Background: an optimization exercise with open tools, aiming at small area, a short achievable clock period and few clock cycles. Do not read the settings as production practice.
The RTL was checked by simulation tests, not by an equivalence proof against the original design.
Power figures rest on the tool's default switching activity, not on a simulated workload.

Design cnn_engine, start of the top module:
module cnn_engine (
	input  wire        clk,
	input  wire        reset,
	input  wire        start,
	input  wire [12:0] fm_wr,
	input  wire [16:0] wt_wr,
	output wire [24:0] res,
	output wire        busy,
	output wire        done
);
==> flow/config.mk <==
export PLATFORM = sky130hd
export DESIGN_NAME = cnn_engine
export DESIGN_NICKNAME = cnn_engine
export VERILOG_FILES = /design/flow/design.v
export SDC_FILE = /design/flow/constraint.sdc
export NUM_CORES = 4
export LEC_CHECK = 0
export CAP_MARGIN = 40
export CORE_MARGIN = 2
export CORE_UTILIZATION = 60
export CTS_CLUSTER_DIAMETER = 80
export CTS_CLUSTER_SIZE = 20
export SLEW_MARGIN = 20
export SETUP_SLACK_MARGIN = 6.08
export BUFFER_PORTS_ARGS = -buffer_cell sky130_fd_sc_hd__buf_4
==> flow/constraint.sdc <==
create_clock -name core_clock -period 10.0 [get_ports {clk}]
set_input_delay 2.0000 -clock core_clock [delete_from_list [all_inputs] [get_ports {clk}]]
set_output_delay 2.0000 -clock core_clock [all_outputs]
set_load 0.01 [all_outputs]
standard.sh (not shown) runs the stock make flow with config.mk's settings and CLKGATE_MAP_FILE= SYNTH_SCRIPT=/design/flow/synth_recipe.tcl, a recipe that flattens the netlist after the stock synthesis.
==> flow/flow/run.sh <==
#!/bin/bash
set -o pipefail
cp standard.sh standard_sh_copy.txt
sed -i '/SETUP_SLACK_MARGIN/d; /BUFFER_PORTS_ARGS/d' config.mk
echo "export SETUP_SLACK_MARGIN = 6.08" >> config.mk
echo "export BUFFER_PORTS_ARGS = -buffer_cell sky130_fd_sc_hd__buf_4" >> config.mk
cp config.mk config_used.txt
bash standard.sh > standard.log 2>&1
Testbench counts at the start, summed over its fixed seeds: cycles 2,976.
Rerun with:
==> flow/flow/run.sh (replaced) <==
#!/bin/bash
set -o pipefail
cp standard.sh standard_sh_copy.txt
sed -i '/SETUP_SLACK_MARGIN/d; /BUFFER_PORTS_ARGS/d' config.mk
echo "export SETUP_SLACK_MARGIN = 6.3" >> config.mk
echo "export BUFFER_PORTS_ARGS = -buffer_cell sky130_fd_sc_hd__buf_4" >> config.mk
cp config.mk config_used.txt
bash standard.sh > standard.log 2>&1
--- a/flow/config.mk
+++ b/flow/config.mk
@@ -12,4 +12,4 @@
 export CTS_CLUSTER_SIZE = 20
 export SLEW_MARGIN = 20
-export SETUP_SLACK_MARGIN = 6.08
+export SETUP_SLACK_MARGIN = 6.3
 export BUFFER_PORTS_ARGS = -buffer_cell sky130_fd_sc_hd__buf_4
Result:
- setup slack gains 0.010 ns
- clock-buffer cell count climbs by 1
- cell area climbs by 1.9%
- non-clock buffer count climbs by 67
- core utilization climbs by 1.2 points
- clock skew drops by 0.019 ns
- power climbs by 4.0%
- routed wire length climbs by 3.0%
- via count climbs by 1.7%
- sequential power is about the same
Rerun with:
==> flow/flow/run.sh (replaced) <==
#!/bin/bash
set -o pipefail
cp standard.sh standard_sh_copy.txt
sed -i '/SETUP_SLACK_MARGIN/d; /BUFFER_PORTS_ARGS/d' config.mk
echo "export SETUP_SLACK_MARGIN = 6.15" >> config.mk
echo "export BUFFER_PORTS_ARGS = -buffer_cell sky130_fd_sc_hd__buf_4" >> config.mk
cp config.mk config_used.txt
bash standard.sh > standard.log 2>&1
--- a/flow/config.mk
+++ b/flow/config.mk
@@ -8,8 +8,8 @@
 export CAP_MARGIN = 40
 export CORE_MARGIN = 2
-export CORE_UTILIZATION = 60
-export CTS_CLUSTER_DIAMETER = 80
-export CTS_CLUSTER_SIZE = 20
+export CORE_UTILIZATION = 65
+export CTS_CLUSTER_DIAMETER = 85
+export CTS_CLUSTER_SIZE = 22
 export SLEW_MARGIN = 20
-export SETUP_SLACK_MARGIN = 6.3
+export SETUP_SLACK_MARGIN = 6.15
 export BUFFER_PORTS_ARGS = -buffer_cell sky130_fd_sc_hd__buf_4
After rerunning: The changed run completed with no timing, DRC or antenna violations. Sequential power decreases slightly. Synthesized area is unchanged. Core utilization increases by 4.4 points. Power decreases by a few percent. Design area decreases by a few percent. Wire length decreases by a few percent.
Rerun with:
==> flow/flow/run.sh (replaced) <==
#!/bin/bash
set -o pipefail
cp standard.sh standard_sh_copy.txt
sed -i '/SETUP_SLACK_MARGIN/d; /BUFFER_PORTS_ARGS/d' config.mk
echo "export SETUP_SLACK_MARGIN = 6.4" >> config.mk
echo "export BUFFER_PORTS_ARGS = -buffer_cell sky130_fd_sc_hd__buf_4" >> config.mk
cp config.mk config_used.txt
bash standard.sh > standard.log 2>&1
--- a/flow/config.mk
+++ b/flow/config.mk
@@ -8,8 +8,6 @@
 export CAP_MARGIN = 40
 export CORE_MARGIN = 2
-export CORE_UTILIZATION = 65
-export CTS_CLUSTER_DIAMETER = 85
-export CTS_CLUSTER_SIZE = 22
+export CORE_UTILIZATION = 60
 export SLEW_MARGIN = 20
-export SETUP_SLACK_MARGIN = 6.15
+export SETUP_SLACK_MARGIN = 6.4
 export BUFFER_PORTS_ARGS = -buffer_cell sky130_fd_sc_hd__buf_4
Result: Count of clock-buffer cells in the layout goes up by 101. Routed wire length goes up by 8.4%. Cell count goes up by about 5.7%. Power goes up by about 18%. Non-clock buffer count goes up by 127. Core utilization goes down by 1.2 points. Global-route usage goes down by 0.92 points. Via count goes up by 3.2%.
Rerun with:
==> flow/flow/run.sh (replaced) <==
#!/bin/bash
set -o pipefail
cp standard.sh standard_sh_copy.txt
sed -i '/SETUP_SLACK_MARGIN/d; /BUFFER_PORTS_ARGS/d' config.mk
echo "export SETUP_SLACK_MARGIN = 6.15" >> config.mk
echo "export BUFFER_PORTS_ARGS = -buffer_cell sky130_fd_sc_hd__buf_4" >> config.mk
cp config.mk config_used.txt
bash standard.sh > standard.log 2>&1
--- a/flow/config.mk
+++ b/flow/config.mk
@@ -9,5 +9,8 @@
 export CORE_MARGIN = 2
 export CORE_UTILIZATION = 60
+export CTS_CLUSTER_DIAMETER = 80
+export CTS_CLUSTER_SIZE = 20
+export GPL_TIMING_DRIVEN = 1
 export SLEW_MARGIN = 20
-export SETUP_SLACK_MARGIN = 6.4
+export SETUP_SLACK_MARGIN = 6.15
 export BUFFER_PORTS_ARGS = -buffer_cell sky130_fd_sc_hd__buf_4
Effect: Final cell count is lower by 3.4%; combinational power came out lower by about 20%; hold slack gets better by 0.024 ns; setup slack loses 0.020 ns; wire length decreases by about 4%; non-clock buffer count falls by 137; global-route usage drops by 0.49 points; synthesized cell count stays the same; final area came out lower by 5.8%; count of clock-buffer cells in the layout drops by 86; via count decreases by 3.3%.

-- separate check: timing with driven ports --
No port has a modelled driver above. Below, the same layouts with a new extraction and two added sets of constraints. Step 1 (the two cells are an assumption about what drives the block):
set clk [get_ports {clk}]
set_driving_cell -lib_cell sky130_fd_sc_hd__clkbuf_16 $clk
set_driving_cell -lib_cell sky130_fd_sc_hd__buf_2 [delete_from_list [all_inputs] $clk]
Step 2 also shifts input and output timing later by t, the mid clock arrival at the registers, as if the neighbouring blocks saw the same clock. Three values: ideal ports, drivers, drivers and shift; two values: the first two.
| run | shift t [ns] | setup slack, ns | worst setup path after step 2 |
|---|---|---|---|
| the first run | 0.831 | 6.202 / 6.202 / 5.426 | input to register |
| the second run | 0.830 | 6.213 / 6.213 / 5.497 | input to register |
| the third run | 0.809 | 6.064 / 6.112 / 5.302 | input to register |
| the fourth run | 0.876 | 6.232 / 6.232 / 5.681 | input to register |
| the fifth run | 0.840 | 6.212 / 6.257 / 5.424 | input to register |
After both steps setup and hold are still met in every run listed. The setup slack of the fifth run, which loses most, moves by +0.045 ns with the drivers and by -0.788 ns with both steps.
